Background: an optimization exercise with open tools, aiming at small area, a short achievable clock period and few clock cycles per item. Do not read the settings as production practice.
At most, simulation tests tie the RTL to the original design; equivalence was not proved.
No activity file was given, so power comes from the tool's default toggle rates. No driver is modelled on the clock port, so clocking that relies on it looks cheaper here than on a real chip.

== lane 2 ==
==> module sync_fifo, before the edit <==
module sync_fifo #(
  parameter int DATA_W = 19,
  parameter int DEPTH  = 16
) (
  input  logic              bus_clk,
  input  logic              rst_n,
  input  logic [DATA_W-1:0] in_data,
  input  logic              in_valid,
  input  logic [3:0]        pend_ch,
  input  logic              in_next,
  output logic              stall_next,
  output logic [DATA_W-1:0] out_data,
  output logic [3:0]        out_channel,
  output logic              out_last,
  output logic              out_valid,
  input  logic              out_ready,
  output logic              overflow
);
  localparam int WIDTH = DATA_W + 4;
  localparam int PW = $clog2(DEPTH);
  localparam int CW = $clog2(DEPTH + 1);
  logic [DATA_W-1:0] pend;
  logic              pend_v;
  logic [WIDTH-1:0]  pend_word;
  logic [WIDTH-1:0] ring [DEPTH];
  logic [CW-1:0] n;
  logic [PW-1:0] twait;
  logic [PW-1:0] hwait;
  logic n_zero;
  logic full;
  logic at_tail;
  logic hold;
  logic ring_wr;
  logic lose;
  logic pend_v_d;
  logic overflow_d;
  logic [WIDTH-1:0] head_d;
  assign pend_word = {pend_ch, pend};
  assign n_zero  = (n == '0);
  assign full    = out_valid ? (n == CW'(DEPTH - 1)) : (n == CW'(DEPTH));
  assign at_tail = n_zero || (twait == '0);
  assign lose    = pend_v && full;
  assign hold    = pend_v && !full && !at_tail;
  assign ring_wr = pend_v && at_tail && (n != CW'(DEPTH));
  assign pend_v_d   = hold ? pend_v : in_valid;
  assign overflow_d = overflow || lose;
  assign head_d = ring_wr ? pend_word : ring[DEPTH-1];
  logic          load_c      [2];
  logic          out_valid_c [2];
  logic [CW-1:0] n_c         [2];
  logic [PW-1:0] twait_c     [2];
  logic [PW-1:0] hwait_c     [2];
  logic          stall_c     [2];
  for (genvar r = 0; r < 2; r++) begin : g_ready
    logic head_free;
    logic from_ring;
    logic from_pend;
    logic ring_push;
    logic full_d;
    assign head_free = !out_valid || (r == 1);
    assign from_ring = head_free && !n_zero && (hwait == '0);
    assign from_pend = head_free && n_zero && pend_v;
    assign ring_push = pend_v && !full && !from_pend && at_tail;
    assign load_c[r]      = from_ring || from_pend;
    assign out_valid_c[r] = from_ring || from_pend || (out_valid && (r == 0));
    assign n_c[r]         = ring_push ? (from_ring ? n : n + 1'b1)
                                      : (from_ring ? n - 1'b1 : n);
    assign twait_c[r]     = ring_push ? '0 : twait - 1'b1;
    assign hwait_c[r]     = (ring_push && n_zero) ? PW'(DEPTH - 1) :
                            from_ring             ? '0 : hwait - 1'b1;
    assign full_d     = out_valid_c[r] ? (n_c[r] == CW'(DEPTH - 1))
                                       : (n_c[r] == CW'(DEPTH));
    assign stall_c[r] = (pend_v_d && full_d) || (overflow_d && (in_next || pend_v_d));
  end
  assign stall_next = out_ready ? stall_c[1] : stall_c[0];
  always_ff @(posedge bus_clk) begin
    if (!hold) begin
      pend <= in_data;
    end
  end
  always_ff @(posedge bus_clk) begin
    for (int i = 1; i < DEPTH; i++) begin
      ring[i] <= ring[i-1];
    end
    ring[0] <= head_d;
  end
  always_ff @(posedge bus_clk or negedge rst_n) begin
    if (!rst_n) begin
      out_data    <= '0;
      out_channel <= '0;
      out_last    <= 1'b0;
    end else if (out_ready ? load_c[1] : load_c[0]) begin
      out_data    <= head_d[DATA_W-1:0];
      out_channel <= head_d[WIDTH-1:DATA_W];
      out_last    <= (head_d[WIDTH-1:DATA_W] == 4'hf);
    end
  end
  always_ff @(posedge bus_clk or negedge rst_n) begin
    if (!rst_n) begin
      pend_v    <= 1'b0;
      n         <= '0;
      twait     <= '0;
      hwait     <= '0;
      out_valid <= 1'b0;
      overflow  <= 1'b0;
    end else begin
      pend_v    <= pend_v_d;
      n         <= out_ready ? n_c[1] : n_c[0];
      twait     <= out_ready ? twait_c[1] : twait_c[0];
      hwait     <= out_ready ? hwait_c[1] : hwait_c[0];
      out_valid <= out_ready ? out_valid_c[1] : out_valid_c[0];
      overflow  <= overflow_d;
    end
  end
endmodule
==> module neural_filter_top, before the edit <==
module neural_filter_top (
  input  logic                bus_clk,
  input  logic                rst_n,
  input  logic [15:0]         sample,
  input  logic                sample_valid,
  output logic                sample_ready,
  output logic [31:0]         mua_data,
  output logic [5:0]          mua_channel,
  output logic                mua_last,
  output logic                mua_valid,
  input  logic                mua_ready,
  output logic                overflow
);
  localparam int NUM_CH    = 16;
  localparam int OUT_DEPTH = 16;
localparam int RES_W     = neural_pkg::RES_W;
  logic              taken;
  logic              out_stall;
  logic [RES_W-1:0]  fir_data;
  logic [3:0]        pend_channel;
  logic              fir_valid;
  logic [RES_W-1:0]  mua_res;
  logic [3:0]        mua_ch;
  fir_bandpass #(
    .NUM_CH (NUM_CH)
  ) fir_band_pass (
    .bus_clk      (bus_clk),
    .rst_n        (rst_n),
    .in_data      (sample),
    .in_valid     (sample_valid),
    .in_ready     (sample_ready),
    .stall_next   (out_stall),
    .taken        (taken),
    .out_data     (fir_data),
    .pend_channel (pend_channel),
    .out_valid    (fir_valid)
  );
  sync_fifo #(
    .DATA_W (RES_W),
    .DEPTH  (OUT_DEPTH)
  ) mua_fifo (
    .bus_clk     (bus_clk),
    .rst_n       (rst_n),
    .in_data     (fir_data),
    .in_valid    (fir_valid),
    .pend_ch     (pend_channel),
    .in_next     (taken),
    .stall_next  (out_stall),
    .out_data    (mua_res),
    .out_channel (mua_ch),
    .out_last    (mua_last),
    .out_valid   (mua_valid),
    .out_ready   (mua_ready),
    .overflow    (overflow)
  );
  assign mua_data    = {{(32-RES_W){mua_res[RES_W-1]}}, mua_res};
  assign mua_channel = {2'b00, mua_ch};
endmodule
==> flow/config.mk <==
export PLATFORM = sky130hd
export DESIGN_NAME = neural_filter_top
export DESIGN_NICKNAME = neural_filter_top
export VERILOG_FILES = /design/flow/design.v
export SDC_FILE = /design/flow/constraint.sdc
export NUM_CORES = 4
export LEC_CHECK = 0
export CAP_MARGIN = 20
export CORE_MARGIN = 2
export CORE_UTILIZATION = 45
export CTS_CLUSTER_DIAMETER = 80
export CTS_CLUSTER_SIZE = 30
export PLACE_DENSITY = 0.6
export SLEW_MARGIN = 20
==> flow/constraint.sdc <==
create_clock -name core_clock -period 14.0 [get_ports {bus_clk}]
set_input_delay 2.8000 -clock core_clock [delete_from_list [all_inputs] [get_ports {bus_clk}]]
set_output_delay 2.8000 -clock core_clock [all_outputs]
set_load 0.01 [all_outputs]
standard.sh (not shown) runs the stock make flow with config.mk's settings and CLKGATE_MAP_FILE= SYNTH_SCRIPT=/design/flow/synth_recipe.tcl, a recipe that flattens the netlist after the stock synthesis.
==> flow/flow/run.sh <==
#!/bin/bash
# Layout with the standard ORFS flow (standard.sh: standard synthesis,
# floorplan, power grid, placement, CTS, routing), changing only how it
# optimises:
#  - ports are buffered with buf_4 rather than the default buffer cell
#  - CTS clusters up to 30 sinks within 80 um and adds no dummy loads
#  - repair_timing works towards a setup slack of SETUP_SLACK_MARGIN
# The clock period and constraints are the standard flow's, unchanged.
set -euo pipefail
export BUFFER_PORTS_ARGS="-buffer_cell sky130_fd_sc_hd__buf_2"
export CTS_ARGS="-sink_clustering_enable -repair_clock_nets -sink_clustering_size 30 -sink_clustering_max_diameter 80 -dont_use_dummy_load"
export SETUP_SLACK_MARGIN=10
bash standard.sh finish > standard_flow.log 2>&1
Lane 2: flow completed, timing, DRC and antenna clean
### lane 2 -> lane 5
--- a/flow/design.v
+++ b/flow/design.v
@@ -21,12 +21,13 @@
   input  logic [DATA_W-1:0] in_data,
   input  logic              in_valid,
   input  logic [3:0]        pend_ch,
   input  logic              in_next,
   output logic              stall_next,
   output logic [DATA_W-1:0] out_data,
+  output logic              out_sign,
   output logic [3:0]        out_channel,
   output logic              out_last,
   output logic              out_valid,
   input  logic              out_ready,
   output logic              overflow
 );
@@ -108,12 +109,19 @@
       out_channel <= head_d[WIDTH-1:DATA_W];
       out_last    <= (head_d[WIDTH-1:DATA_W] == 4'hf);
     end
   end
   always_ff @(posedge bus_clk or negedge rst_n) begin
     if (!rst_n) begin
+      out_sign <= 1'b0;
+    end else if ((out_ready ? load_c[1] : load_c[0]) || !out_valid) begin
+      out_sign <= head_d[DATA_W-1];
+    end
+  end
+  always_ff @(posedge bus_clk or negedge rst_n) begin
+    if (!rst_n) begin
       pend_v    <= 1'b0;
       n         <= '0;
       twait     <= '0;
       hwait     <= '0;
       out_valid <= 1'b0;
       overflow  <= 1'b0;
@@ -232,12 +240,13 @@
   logic              out_stall;
   logic [RES_W-1:0]  fir_data;
   logic [3:0]        pend_channel;
   logic              fir_valid;
   logic [RES_W-1:0]  mua_res;
   logic [3:0]        mua_ch;
+  logic              mua_sign;
   fir_bandpass #(
     .NUM_CH (NUM_CH)
   ) fir_band_pass (
     .bus_clk      (bus_clk),
     .rst_n        (rst_n),
     .in_data      (sample),
@@ -258,15 +267,16 @@
     .in_data     (fir_data),
     .in_valid    (fir_valid),
     .pend_ch     (pend_channel),
     .in_next     (taken),
     .stall_next  (out_stall),
     .out_data    (mua_res),
+    .out_sign    (mua_sign),
     .out_channel (mua_ch),
     .out_last    (mua_last),
     .out_valid   (mua_valid),
     .out_ready   (mua_ready),
     .overflow    (overflow)
   );
-  assign mua_data    = {{(32-RES_W){mua_res[RES_W-1]}}, mua_res};
+  assign mua_data    = {{7{mua_sign}}, {(25-RES_W){mua_res[RES_W-1]}}, mua_res};
   assign mua_channel = {2'b00, mua_ch};
 endmodule
==> comparison <==
Against lane 2, post-route standard cell area excluding fillers in lane 5 came out worse.
Delta (lane 5 minus lane 2): sum of overflow across all layers after global routing now sits at about the same level; sequential share of layout area down 0.27 points; switching part of the total saw an increase; global-route wire length before repair higher.
In lane 5 relative to lane 2, number of vias in the routed layout had gone up by a few percent.
The portion of the layout cell area used by non-clock buffers of lane 5 and that of lane 2 are within noise of each other.
Lane 5: overall power consumption is 0.58 mW higher than what lane 2 reported.
Changes observed in lane 5 relative to lane 2: setup slack saw an increase; clock power share saw a decrease; placed instance count saw an increase.
Lane 5 vs lane 2 — clock-buffer cell count rose 2.0%.
In the tables for lane 5 and lane 2, cell count reads higher with lane 5.
[lane 5] fraction of power consumed by combinational cells rose 2.9 points relative to lane 2
No functional check of the RTL was part of any run of this note.


run 1:
The RTL this note starts from:
==> flow/design.v <==
package neural_pkg;
  typedef logic signed [15:0] sample_t;
  typedef logic signed [31:0] mua_t;
  typedef logic [5:0] ch_t;
  typedef logic signed [7:0] coeff_t;
  localparam int FIR_TAPS = 4;
  localparam logic [FIR_TAPS*8-1:0] FIR_COEFFS = {
    -8'sd2,
    -8'sd1,
    8'sd1,
    8'sd2
  };
  localparam int RES_W = 19;
endpackage
module sync_fifo #(
  parameter int DATA_W = 19,
  parameter int DEPTH  = 16
) (
  input  logic              bus_clk,
  input  logic              rst_n,
  input  logic [DATA_W-1:0] in_data,
  input  logic              in_valid,
  input  logic [3:0]        pend_ch,
  input  logic              in_next,
  output logic              stall_next,
  output logic [DATA_W-1:0] out_data,
  output logic              out_sign,
  output logic [3:0]        out_channel,
  output logic              out_last,
  output logic              out_valid,
  input  logic              out_ready,
  output logic              overflow
);
  localparam int WIDTH = DATA_W + 4;
  localparam int PW = $clog2(DEPTH);
  localparam int CW = $clog2(DEPTH + 1);
  logic [DATA_W-1:0] pend;
  logic              pend_v;
  logic [WIDTH-1:0]  pend_word;
  logic [WIDTH-1:0] ring [DEPTH];
  logic [CW-1:0] n;
  logic [PW-1:0] twait;
  logic [PW-1:0] hwait;
  logic n_zero;
  logic full;
  logic at_tail;
  logic hold;
  logic ring_wr;
  logic lose;
  logic pend_v_d;
  logic overflow_d;
  logic [WIDTH-1:0] head_d;
  assign pend_word = {pend_ch, pend};
  assign n_zero  = (n == '0);
  assign full    = out_valid ? (n == CW'(DEPTH - 1)) : (n == CW'(DEPTH));
  assign at_tail = n_zero || (twait == '0);
  assign lose    = pend_v && full;
  assign hold    = pend_v && !full && !at_tail;
  assign ring_wr = pend_v && at_tail && (n != CW'(DEPTH));
  assign pend_v_d   = hold ? pend_v : in_valid;
  assign overflow_d = overflow || lose;
  assign head_d = ring_wr ? pend_word : ring[DEPTH-1];
  logic          load_c      [2];
  logic          out_valid_c [2];
  logic [CW-1:0] n_c         [2];
  logic [PW-1:0] twait_c     [2];
  logic [PW-1:0] hwait_c     [2];
  logic          stall_c     [2];
  for (genvar r = 0; r < 2; r++) begin : g_ready
    logic head_free;
    logic from_ring;
    logic from_pend;
    logic ring_push;
    logic full_d;
    assign head_free = !out_valid || (r == 1);
    assign from_ring = head_free && !n_zero && (hwait == '0);
    assign from_pend = head_free && n_zero && pend_v;
    assign ring_push = pend_v && !full && !from_pend && at_tail;
    assign load_c[r]      = from_ring || from_pend;
    assign out_valid_c[r] = from_ring || from_pend || (out_valid && (r == 0));
    assign n_c[r]         = ring_push ? (from_ring ? n : n + 1'b1)
                                      : (from_ring ? n - 1'b1 : n);
    assign twait_c[r]     = ring_push ? '0 : twait - 1'b1;
    assign hwait_c[r]     = (ring_push && n_zero) ? PW'(DEPTH - 1) :
                            from_ring             ? '0 : hwait - 1'b1;
    assign full_d     = out_valid_c[r] ? (n_c[r] == CW'(DEPTH - 1))
                                       : (n_c[r] == CW'(DEPTH));
    assign stall_c[r] = (pend_v_d && full_d) || (overflow_d && (in_next || pend_v_d));
  end
  assign stall_next = out_ready ? stall_c[1] : stall_c[0];
  always_ff @(posedge bus_clk) begin
    if (!hold) begin
      pend <= in_data;
    end
  end
  always_ff @(posedge bus_clk) begin
    for (int i = 1; i < DEPTH; i++) begin
      ring[i] <= ring[i-1];
    end
    ring[0] <= head_d;
  end
  always_ff @(posedge bus_clk) begin
    if (out_ready ? load_c[1] : load_c[0]) begin
      out_data    <= head_d[DATA_W-1:0];
      out_channel <= head_d[WIDTH-1:DATA_W];
      out_last    <= (head_d[WIDTH-1:DATA_W] == 4'hf);
    end
  end
  always_ff @(posedge bus_clk) begin
    if ((out_ready ? load_c[1] : load_c[0]) || !out_valid) begin
      out_sign <= head_d[DATA_W-1];
    end
  end
  always_ff @(posedge bus_clk or negedge rst_n) begin
    if (!rst_n) begin
      pend_v    <= 1'b0;
      n         <= '0;
      twait     <= '0;
      hwait     <= '0;
      out_valid <= 1'b0;
      overflow  <= 1'b0;
    end else begin
      pend_v    <= pend_v_d;
      n         <= out_ready ? n_c[1] : n_c[0];
      twait     <= out_ready ? twait_c[1] : twait_c[0];
      hwait     <= out_ready ? hwait_c[1] : hwait_c[0];
      out_valid <= out_ready ? out_valid_c[1] : out_valid_c[0];
      overflow  <= overflow_d;
    end
  end
endmodule
module fir_bandpass #(
  parameter int NUM_CH = 16
) (
  input  logic                          bus_clk,
  input  logic                          rst_n,
  input  logic [15:0]                   in_data,
  input  logic                          in_valid,
  output logic                          in_ready,
  input  logic                          stall_next,
  output logic                          taken,
  output logic [neural_pkg::RES_W-1:0]  out_data,
  output logic [3:0]                    pend_channel,
  output logic                          out_valid
);
  localparam int RES_W = neural_pkg::RES_W;
  logic [3:0]  next_ch;
  logic [3:0]  wait_cnt;
  logic [1:0]  frame;
  logic        v0;
  logic [15:0] r1 [NUM_CH];
  logic [15:0] r2 [NUM_CH];
  logic [15:0] r3 [NUM_CH];
  logic [15:0] x1, x2, x3;
  logic [RES_W-2:0] part;
  assign taken = in_valid && in_ready;
  logic busy;
  always_ff @(posedge bus_clk or negedge rst_n) begin
    if (!rst_n) begin
      busy <= 1'b0;
    end else begin
      busy <= !((taken || wait_cnt == 4'd1) && !stall_next);
    end
  end
  assign in_ready = !busy;
  always_ff @(posedge bus_clk or negedge rst_n) begin
    if (!rst_n) begin
      next_ch  <= '0;
      wait_cnt <= '0;
      frame    <= '0;
      v0       <= 1'b0;
    end else begin
      v0 <= taken;
      if (taken) begin
        next_ch <= next_ch + 1'b1;
        if (next_ch == 4'(NUM_CH - 1) && frame != 2'd3) begin
          frame <= frame + 1'b1;
        end
      end else begin
        wait_cnt <= wait_cnt - 1'b1;
      end
    end
  end
  always_ff @(posedge bus_clk) begin
    for (int i = 1; i < NUM_CH; i++) begin
      r1[i] <= r1[i-1];
      r2[i] <= r2[i-1];
      r3[i] <= r3[i-1];
    end
    if (taken) begin
      r1[0] <= in_data;
      r2[0] <= r1[NUM_CH-1];
      r3[0] <= r2[NUM_CH-1];
    end else begin
      r1[0] <= r1[NUM_CH-1];
      r2[0] <= r2[NUM_CH-1];
      r3[0] <= r3[NUM_CH-1];
    end
  end
  assign x1 = (frame >= 2'd1) ? r1[NUM_CH-1] : '0;
  assign x2 = (frame >= 2'd2) ? r2[NUM_CH-1] : '0;
  assign x3 = (frame >= 2'd3) ? r3[NUM_CH-1] : '0;
  logic signed [RES_W-2:0] p1, p2, p3;
  assign p1 = {{2{x1[15]}}, x1};
  assign p2 = {{2{x2[15]}}, x2};
  assign p3 = {{2{x3[15]}}, x3};
  always_ff @(posedge bus_clk) begin
    part <= p1 - p2 - (p3 <<< 1);
  end
  logic signed [RES_W-1:0] e0, ep;
  assign e0 = {{3{r1[0][15]}}, r1[0]};
  assign ep = {part[RES_W-2], part};
  assign out_data    = (e0 <<< 1) + ep;
  assign pend_channel = next_ch - (v0 ? 4'd2 : 4'd1);
  assign out_valid   = v0;
endmodule
module neural_filter_top (
  input  logic                bus_clk,
  input  logic                rst_n,
  input  logic [15:0]         sample,
  input  logic                sample_valid,
  output logic                sample_ready,
  output logic [31:0]         mua_data,
  output logic [5:0]          mua_channel,
  output logic                mua_last,
  output logic                mua_valid,
  input  logic                mua_ready,
  output logic                overflow
);
  localparam int NUM_CH    = 16;
  localparam int OUT_DEPTH = 16;
localparam int RES_W     = neural_pkg::RES_W;
  logic              taken;
  logic              out_stall;
  logic [RES_W-1:0]  fir_data;
  logic [3:0]        pend_channel;
  logic              fir_valid;
  logic [RES_W-1:0]  mua_res;
  logic [3:0]        mua_ch;
  logic              mua_sign;
  fir_bandpass #(
    .NUM_CH (NUM_CH)
  ) fir_band_pass (
    .bus_clk      (bus_clk),
    .rst_n        (rst_n),
    .in_data      (sample),
    .in_valid     (sample_valid),
    .in_ready     (sample_ready),
    .stall_next   (out_stall),
    .taken        (taken),
    .out_data     (fir_data),
    .pend_channel (pend_channel),
    .out_valid    (fir_valid)
  );
  sync_fifo #(
    .DATA_W (RES_W),
    .DEPTH  (OUT_DEPTH)
  ) mua_fifo (
    .bus_clk     (bus_clk),
    .rst_n       (rst_n),
    .in_data     (fir_data),
    .in_valid    (fir_valid),
    .pend_ch     (pend_channel),
    .in_next     (taken),
    .stall_next  (out_stall),
    .out_data    (mua_res),
    .out_sign    (mua_sign),
    .out_channel (mua_ch),
    .out_last    (mua_last),
    .out_valid   (mua_valid),
    .out_ready   (mua_ready),
    .overflow    (overflow)
  );
  assign mua_data    = {{7{mua_sign}}, {(25-RES_W){mua_res[RES_W-1]}}, mua_res};
  assign mua_channel = {2'b00, mua_ch};
endmodule
export LEC_CHECK = 0
export CAP_MARGIN = 20
export CORE_MARGIN = 2
export CORE_UTILIZATION = 45
export CTS_CLUSTER_DIAMETER = 80
export CTS_CLUSTER_SIZE = 30
export PLACE_DENSITY = 0.6
export SLEW_MARGIN = 20
create_clock -name core_clock -period 14.0 [get_ports {bus_clk}]
Scripts as last shown in full above: flow/flow/run.sh
Testbench counts of run 1, summed over its fixed seeds: cycles 6,168, items 6,144.
[inputs] run 2 vs run 1
-- flow/design.v --
<<< run 1, line 25
  output logic              stall_next,
  output logic [DATA_W-1:0] out_data,
  output logic              out_sign,
  output logic [3:0]        out_channel,
  output logic              out_last,
>>> run 2, line 25
  output logic              stall_next,
  output logic [DATA_W-1:0] out_data,
  output logic [1:0]        out_sign,
  output logic [3:0]        out_channel,
  output logic              out_last,
<<< run 1, line 107
    end
  end
  always_ff @(posedge bus_clk) begin
    if ((out_ready ? load_c[1] : load_c[0]) || !out_valid) begin
      out_sign <= head_d[DATA_W-1];
    end
  end
>>> run 2, line 107
    end
  end
  always_ff @(posedge bus_clk or negedge rst_n) begin
    if (!rst_n) begin
      out_sign[0] <= 1'b0;
    end else if (out_ready ? load_c[1] : load_c[0]) begin
      out_sign[0] <= head_d[DATA_W-1];
    end
  end
  always_ff @(posedge bus_clk or negedge rst_n) begin
    if (!rst_n) begin
      out_sign[1] <= 1'b1;
    end else if (out_ready ? load_c[1] : load_c[0]) begin
      out_sign[1] <= head_d[DATA_W-1];
    end
  end
<<< run 1, line 155
  logic [RES_W-2:0] part;
  assign taken = in_valid && in_ready;
  logic busy;
  always_ff @(posedge bus_clk or negedge rst_n) begin
    if (!rst_n) begin
      busy <= 1'b0;
    end else begin
      busy <= !((taken || wait_cnt == 4'd1) && !stall_next);
    end
  end
  assign in_ready = !busy;
  always_ff @(posedge bus_clk or negedge rst_n) begin
    if (!rst_n) begin
>>> run 2, line 164
  logic [RES_W-2:0] part;
  assign taken = in_valid && in_ready;
  always_ff @(posedge bus_clk or negedge rst_n) begin
    if (!rst_n) begin
      in_ready <= 1'b1;
    end else begin
      in_ready <= (taken || wait_cnt == 4'd1) && !stall_next;
    end
  end
  always_ff @(posedge bus_clk or negedge rst_n) begin
    if (!rst_n) begin
<<< run 1, line 238
  logic [RES_W-1:0]  mua_res;
  logic [3:0]        mua_ch;
  logic              mua_sign;
  fir_bandpass #(
    .NUM_CH (NUM_CH)
>>> run 2, line 245
  logic [RES_W-1:0]  mua_res;
  logic [3:0]        mua_ch;
  logic [1:0]        mua_sign;
  fir_bandpass #(
    .NUM_CH (NUM_CH)
<<< run 1, line 272
    .overflow    (overflow)
  );
  assign mua_data    = {{7{mua_sign}}, {(25-RES_W){mua_res[RES_W-1]}}, mua_res};
  assign mua_channel = {2'b00, mua_ch};
endmodule
>>> run 2, line 279
    .overflow    (overflow)
  );
  assign mua_data    = {{7{mua_sign[1]}}, {6{mua_sign[0]}}, mua_res};
  assign mua_channel = {2'b00, mua_ch};
endmodule
Results
Summary of run 2 over run 1: switching fraction of total power fell 1.2 points; power fell 3.7%; placement-stage worst setup slack fell 0.49 ns; wire length fell 1.5%; layout overhead on the synthesized area about even. Compared to run 1, run 2 has first-iteration DRC count 29% lower. Compared with run 1, in run 2 hold slack shrank by 0.0045 ns, largest net degree at the start of global routing shrank by 25.
No functional check of the RTL was part of run 2.

[static timing again, ports no longer ideal]
In the flow no input, the clock included, has a driving cell. The finished layouts below were timed again as built, in two steps. Step 1 assumes that a clkbuf_16 drives the clock port and a buf_2 every other input. Step 2 also shifts input and output timing later by t, the mid clock arrival at the registers, as if the neighbouring blocks saw the same clock. Three values: ideal, step 1, step 2; two values: the first two.
| run | t, ns | setup slack, ns | clock arrival spread, ns | worst data-port slew with drivers (ns) |
|---|---|---|---|---|
| lane 2 | 0.649 | 9.925 / 9.867 / 9.524 | 0.058 / 0.057 | 0.03 |
| lane 5 | 0.647 | 9.943 / 9.883 / 9.674 | 0.064 / 0.064 | 0.03 |
| run 1 | 0.651 | 9.911 / 9.850 / 9.719 | 0.057 / 0.056 | 0.10 |
| run 2 | 0.651 | 9.875 / 9.815 / 9.572 | 0.047 / 0.047 | 0.03 |
After both steps every run listed still meets setup and hold. For lane 2, which loses most, drivers alone change the setup slack by -0.058 ns; drivers and shift together by -0.401 ns.
